This design comes from an exercise in tuning for small area on the open sky130 flow, not from production work.
Only simulation tests tie the RTL to the original design; equivalence was not proved.
Power figures rest on the tool's default switching activity, not on a simulated workload.

==> inputs of job 8116 <==
==> flow/design.v <==
module rf_hold (input logic en, input logic en_n, input logic d, input logic q, output logic y);
    assign y = (en & d) | (en_n & q);
endmodule
module rf_ao222n (
    input  logic a1, input logic a2,
    input  logic b1, input logic b2,
    input  logic c1, input logic c2,
    output logic y
);
    assign y = ~((a1 & a2) | (b1 & b2) | (c1 & c2));
endmodule
module rf_and2n (input logic a, input logic b, output logic y);
    assign y = ~(a & b);
endmodule
module rf_and3n (input logic [2:0] a, output logic y);
    assign y = ~(&a);
endmodule
module rf_and4n (input logic [3:0] a, output logic y);
    assign y = ~(&a);
endmodule
module rf_or2n (input logic a, input logic b, output logic y);
    assign y = ~(a | b);
endmodule
module rf_or3 (input logic [2:0] a, output logic y);
    assign y = |a;
endmodule
module rf_and2 (input logic a, input logic b, output logic y);
    assign y = a & b;
endmodule
module rf_inv (input logic a, output logic y);
    assign y = ~a;
endmodule
module rf_xnor_or_n (input logic a, input logic b, input logic c, output logic y);
    assign y = ~(c | ~(a ^ b));
endmodule
module rf_predec (
    input  logic [4:0] a,
    output logic [3:0] lo_n,
    output logic [7:0] hi_n
);
    for (genvar k = 0; k < 4; k++) begin : g_lo
        assign lo_n[k] = (a[1:0] != 2'(k));
    end
    for (genvar k = 0; k < 8; k++) begin : g_hi
        assign hi_n[k] = (a[4:2] != 3'(k));
    end
endmodule
module rf_dec (
    input  logic [3:0]  lo_n,
    input  logic [7:0]  hi_n,
    output logic [31:1] sel
);
    for (genvar i = 1; i < 32; i++) begin : g
        rf_or2n u (.a(lo_n[i % 4]), .b(hi_n[i / 4]), .y(sel[i]));
    end
endmodule
module rf_rdbit (
    input  logic [31:1] s,     
    input  logic [31:1] sel,   
    output logic        y
);
    logic [10:0] l1;
    logic [2:0]  l2;
    for (genvar k = 0; k < 10; k++) begin : g_l1
        rf_ao222n u (.a1(s[3*k+1]), .a2(sel[3*k+1]), .b1(s[3*k+2]), .b2(sel[3*k+2]),
                     .c1(s[3*k+3]), .c2(sel[3*k+3]), .y(l1[k]));
    end
    rf_and2n u_last (.a(s[31]), .b(sel[31]), .y(l1[10]));
    rf_and4n u_l2a (.a(l1[3:0]), .y(l2[0]));
    rf_and4n u_l2b (.a(l1[7:4]), .y(l2[1]));
    rf_and3n u_l2c (.a(l1[10:8]), .y(l2[2]));
    rf_or3   u_out (.a(l2), .y(y));
endmodule
module register_file #(
    parameter int unsigned XLEN  = 32,
    parameter int unsigned NREG  = 32,
    parameter int unsigned CNT_W = 32
) (
    input  logic                     clk,
    input  logic                     rst,
    input  logic                     RegWriteW,
    input  logic [$clog2(NREG)-1:0]  RdW,
    input  logic [XLEN-1:0]          ResultW,
    input  logic [$clog2(NREG)-1:0]  A1,
    input  logic [$clog2(NREG)-1:0]  A2,
    output logic [XLEN-1:0]          RD1,
    output logic [XLEN-1:0]          RD2,
    input  logic [$clog2(NREG)-1:0]  DbgA,
    output logic [XLEN-1:0]          DbgRD,
    output logic [CNT_W-1:0]         WriteCount
);
    logic [31:1]      regs [XLEN];
    logic [31:1]      regs_d [XLEN];
    logic [CNT_W-1:0] write_count;
    logic [CNT_W-1:0] count_d;
    logic [CNT_W:0]   carry;
    logic             write_fire;
    logic             rst_n;
    logic [XLEN-1:0]  wdata [2];
    logic [31:1]      wen [2];
    logic [31:1]      wen_n [2];
    logic [31:1]      sel1 [2];
    logic [31:1]      sel2 [2];
    logic [31:1]      seld [2];
    logic [3:0]       wlo_n, lo1_n, lo2_n, lod_n;
    logic [7:0]       whi_n, hi1_n, hi2_n, hid_n;
    logic [3:0]       wlo_rn;
    logic [7:0]       whi_rn;
    assign write_fire = RegWriteW && (RdW != '0);
    assign rst_n = ~rst;
    rf_predec u_pw (.a(RdW),  .lo_n(wlo_n), .hi_n(whi_n));
    rf_predec u_p1 (.a(A1),   .lo_n(lo1_n), .hi_n(hi1_n));
    rf_predec u_p2 (.a(A2),   .lo_n(lo2_n), .hi_n(hi2_n));
    rf_predec u_pd (.a(DbgA), .lo_n(lod_n), .hi_n(hid_n));
    assign wlo_rn = (wlo_n | {4{~RegWriteW}}) & {4{rst_n}};
    assign whi_rn = whi_n & {8{rst_n}};
    for (genvar h = 0; h < 2; h++) begin : g_half
        rf_dec u_d1 (.lo_n(lo1_n), .hi_n(hi1_n), .sel(sel1[h]));
        rf_dec u_d2 (.lo_n(lo2_n), .hi_n(hi2_n), .sel(sel2[h]));
        rf_dec u_dd (.lo_n(lod_n), .hi_n(hid_n), .sel(seld[h]));
        rf_dec u_dw (.lo_n(wlo_rn), .hi_n(whi_rn), .sel(wen[h]));
        for (genvar i = 1; i < 32; i++) begin : g_wen
            rf_inv u_n (.a(wen[h][i]), .y(wen_n[h][i]));
        end
        for (genvar j = 0; j < XLEN; j++) begin : g_wd
            rf_and2 u_wd (.a(ResultW[j]), .b(rst_n), .y(wdata[h][j]));
        end
    end
    for (genvar j = 0; j < XLEN; j++) begin : g_bit
        localparam int H = (j < XLEN / 2) ? 0 : 1;
        for (genvar i = 1; i < 32; i++) begin : g_row
            rf_hold u_hold (.en(wen[H][i]), .en_n(wen_n[H][i]), .d(wdata[(i < 16) ? 0 : 1][j]),
                            .q(regs[j][i]), .y(regs_d[j][i]));
        end
        always_ff @(posedge clk) begin
            regs[j] <= regs_d[j];
        end
        rf_rdbit u_rd1 (.s(regs[j]), .sel(sel1[H]), .y(RD1[j]));
        rf_rdbit u_rd2 (.s(regs[j]), .sel(sel2[H]), .y(RD2[j]));
        rf_rdbit u_rdd (.s(regs[j]), .sel(seld[H]), .y(DbgRD[j]));
    end
    assign carry[0] = write_fire;
    for (genvar b = 0; b < CNT_W; b++) begin : g_cnt
        rf_and2      u_c (.a(carry[b]), .b(write_count[b]), .y(carry[b+1]));
        rf_xnor_or_n u_d (.a(carry[b]), .b(write_count[b]), .c(rst), .y(count_d[b]));
    end
    always_ff @(posedge clk) begin
        write_count <= count_d;
    end
    assign WriteCount = write_count;
endmodule
==> flow/flow/run.sh <==
#!/bin/bash
# Standard ORFS layout (the standard.sh) with two changes: ports are
# buffered with the smallest buffer, and the clock tree is built from
# mid-size clock buffers in larger sink clusters, without dummy loads.
set -euo pipefail
W=$(pwd)
cat > "$W/own_config.mk" <<EOT
include $W/config.mk
export BUFFER_PORTS_ARGS = -buffer_cell sky130_fd_sc_hd__buf_1
export CTS_ARGS = -sink_clustering_enable -repair_clock_nets -dont_use_dummy_load -sink_clustering_size 30 -sink_clustering_max_diameter 100 -buf_list {sky130_fd_sc_hd__clkbuf_8 sky130_fd_sc_hd__clkbuf_16}
EOT
sed "s#DESIGN_CONFIG=[^ ]*#DESIGN_CONFIG=$W/own_config.mk#" standard.sh > own_standard.sh
bash own_standard.sh finish > "$W/orfs_make.log" 2>&1
==> flow/standard.sh <==
#!/bin/bash
# synth_recipe.tcl (not shown) runs the flow's synth.tcl, then flattens the netlist and writes it again
# the make line also repeats each setting of config.mk as NAME=value (left out here)
make -C /OpenROAD-flow-scripts/flow DESIGN_CONFIG=/design/flow/config.mk WORK_HOME=/design/flow/orfs CLKGATE_MAP_FILE= SYNTH_SCRIPT=/design/flow/synth_recipe.tcl "${@:-finish}"
==> flow/config.mk <==
export PLATFORM = sky130hd
export DESIGN_NAME = register_file
export DESIGN_NICKNAME = register_file
export VERILOG_FILES = /design/flow/design.v
export SDC_FILE = /design/flow/constraint.sdc
export NUM_CORES = 4
export LEC_CHECK = 0
export CAP_MARGIN = 10
export CORE_MARGIN = 2
export CORE_UTILIZATION = 45
export SETUP_SLACK_MARGIN = 0.2
export SLEW_MARGIN = 10
export SYNTH_HIERARCHICAL = 1
==> flow/constraint.sdc <==
create_clock -name core_clock -period 6.5 [get_ports {clk}]
set_input_delay 1.3000 -clock core_clock [delete_from_list [all_inputs] [get_ports {clk}]]
set_output_delay 1.3000 -clock core_clock [all_outputs]
set_load 0.01 [all_outputs]
==> inputs of job 4839, as changes to job 8116 <==
--- a/flow/design.v
+++ b/flow/design.v
@@ -27,4 +27,10 @@
 module rf_and2 (input logic a, input logic b, output logic y);
     assign y = a & b;
+endmodule
+module rf_and3 (input logic [2:0] a, output logic y);
+    assign y = &a;
+endmodule
+module rf_and4 (input logic [3:0] a, output logic y);
+    assign y = &a;
 endmodule
 module rf_inv (input logic a, output logic y);
@@ -140,7 +146,14 @@
         rf_rdbit u_rdd (.s(regs[j]), .sel(seld[H]), .y(DbgRD[j]));
     end
+    logic [CNT_W/4-1:0] grp_ones;
     assign carry[0] = write_fire;
+    for (genvar g = 0; g < CNT_W / 4; g++) begin : g_grp
+        rf_and4 u_p  (.a(write_count[4*g +: 4]), .y(grp_ones[g]));
+        rf_and2 u_c1 (.a(carry[4*g]), .b(write_count[4*g]), .y(carry[4*g+1]));
+        rf_and3 u_c2 (.a({carry[4*g], write_count[4*g +: 2]}), .y(carry[4*g+2]));
+        rf_and4 u_c3 (.a({carry[4*g], write_count[4*g +: 3]}), .y(carry[4*g+3]));
+        rf_and2 u_c4 (.a(carry[4*g]), .b(grp_ones[g]), .y(carry[4*g+4]));
+    end
     for (genvar b = 0; b < CNT_W; b++) begin : g_cnt
-        rf_and2      u_c (.a(carry[b]), .b(write_count[b]), .y(carry[b+1]));
         rf_xnor_or_n u_d (.a(carry[b]), .b(write_count[b]), .c(rst), .y(count_d[b]));
     end
--- a/flow/flow/run.sh
+++ b/flow/flow/run.sh
@@ -8,5 +8,5 @@
 include $W/config.mk
 export BUFFER_PORTS_ARGS = -buffer_cell sky130_fd_sc_hd__buf_1
-export CTS_ARGS = -sink_clustering_enable -repair_clock_nets -dont_use_dummy_load -sink_clustering_size 30 -sink_clustering_max_diameter 100 -buf_list {sky130_fd_sc_hd__clkbuf_8 sky130_fd_sc_hd__clkbuf_16}
+export CTS_ARGS = -sink_clustering_enable -repair_clock_nets -dont_use_dummy_load -sink_clustering_size 22 -sink_clustering_max_diameter 80 -buf_list {sky130_fd_sc_hd__clkbuf_8 sky130_fd_sc_hd__clkbuf_16}
 EOT
 sed "s#DESIGN_CONFIG=[^ ]*#DESIGN_CONFIG=$W/own_config.mk#" standard.sh > own_standard.sh
--- a/flow/config.mk
+++ b/flow/config.mk
@@ -6,8 +6,10 @@
 export NUM_CORES = 4
 export LEC_CHECK = 0
-export CAP_MARGIN = 10
+export CAP_MARGIN = 20
 export CORE_MARGIN = 2
 export CORE_UTILIZATION = 45
-export SETUP_SLACK_MARGIN = 0.2
-export SLEW_MARGIN = 10
+export GPL_TIMING_DRIVEN = 0
+export PLACE_DENSITY = 0.75
+export SETUP_SLACK_MARGIN = 0.4
+export SLEW_MARGIN = 20
 export SYNTH_HIERARCHICAL = 1
==> inputs of job 5779, as changes to job 8116 <==
--- a/flow/design.v
+++ b/flow/design.v
@@ -27,4 +27,10 @@
 module rf_and2 (input logic a, input logic b, output logic y);
     assign y = a & b;
+endmodule
+module rf_and3 (input logic [2:0] a, output logic y);
+    assign y = &a;
+endmodule
+module rf_and4 (input logic [3:0] a, output logic y);
+    assign y = &a;
 endmodule
 module rf_inv (input logic a, output logic y);
@@ -140,7 +146,14 @@
         rf_rdbit u_rdd (.s(regs[j]), .sel(seld[H]), .y(DbgRD[j]));
     end
+    logic [CNT_W/4-1:0] grp_ones;
     assign carry[0] = write_fire;
+    for (genvar g = 0; g < CNT_W / 4; g++) begin : g_grp
+        rf_and4 u_p  (.a(write_count[4*g +: 4]), .y(grp_ones[g]));
+        rf_and2 u_c1 (.a(carry[4*g]), .b(write_count[4*g]), .y(carry[4*g+1]));
+        rf_and3 u_c2 (.a({carry[4*g], write_count[4*g +: 2]}), .y(carry[4*g+2]));
+        rf_and4 u_c3 (.a({carry[4*g], write_count[4*g +: 3]}), .y(carry[4*g+3]));
+        rf_and2 u_c4 (.a(carry[4*g]), .b(grp_ones[g]), .y(carry[4*g+4]));
+    end
     for (genvar b = 0; b < CNT_W; b++) begin : g_cnt
-        rf_and2      u_c (.a(carry[b]), .b(write_count[b]), .y(carry[b+1]));
         rf_xnor_or_n u_d (.a(carry[b]), .b(write_count[b]), .c(rst), .y(count_d[b]));
     end
--- a/flow/config.mk
+++ b/flow/config.mk
@@ -6,8 +6,9 @@
 export NUM_CORES = 4
 export LEC_CHECK = 0
-export CAP_MARGIN = 10
+export CAP_MARGIN = 20
 export CORE_MARGIN = 2
 export CORE_UTILIZATION = 45
+export GPL_TIMING_DRIVEN = 0
 export SETUP_SLACK_MARGIN = 0.2
-export SLEW_MARGIN = 10
+export SLEW_MARGIN = 20
 export SYNTH_HIERARCHICAL = 1
==> comparison <==
Clock skew: job 4839 > job 5779 > job 8116.
In job 5779 the clock power is lower than in job 4839, by about 10%.
In flip-flop and latch count, job 8116 and job 5779 do not differ.
Sequential share of layout area, highest first: job 4839, job 5779, job 8116.
Against job 8116, the fmax of job 5779 is higher by 5.3%.
Utilization, lowest first: job 4839, job 5779, job 8116.
In synthesized cell count, job 8116 and job 5779 hardly differ.
Job 4839 went through all stages and came out clean. Job 5779 passed the timing, DRC and antenna checks. Job 8116 produced a layout that fails on negative setup slack.
Final area: job 4839 < job 5779 < job 8116.

[what the ideal ports hide]
The results above use ideal ports. As a check the final layouts listed here were re-extracted and re-timed, cells and wires unchanged. Step 1 sets driving cells, clkbuf_16 on the clock port and buf_2 on the other inputs (assumed; they add their load-dependent delay and slew). Step 2 also shifts input and output timing later by t, the mid clock arrival at the registers, as if the neighbouring blocks saw the same clock. a / b / c = no drivers / after step 1 / after step 2; a / b = the first two.
run | t (ns) | setup slack, ns | latest minus earliest clock arrival (ns) | worst slew at a driven data input, ns | pins driven straight from the clock port
job 8116 | 0.713 | -0.079 / -0.042 / -0.754 | 0.053 / 0.053 | 0.05 | 1
job 4839 | 0.744 | 0.611 / 0.562 / 0.562 | 0.081 / 0.081 | 0.13 | 1
job 5779 | 0.736 | 0.252 / 0.169 / 0.169 | 0.067 / 0.067 | 0.17 | 1
The setup slack of job 8116, which loses most, moves by +0.037 ns with the drivers and by -0.675 ns with both steps.
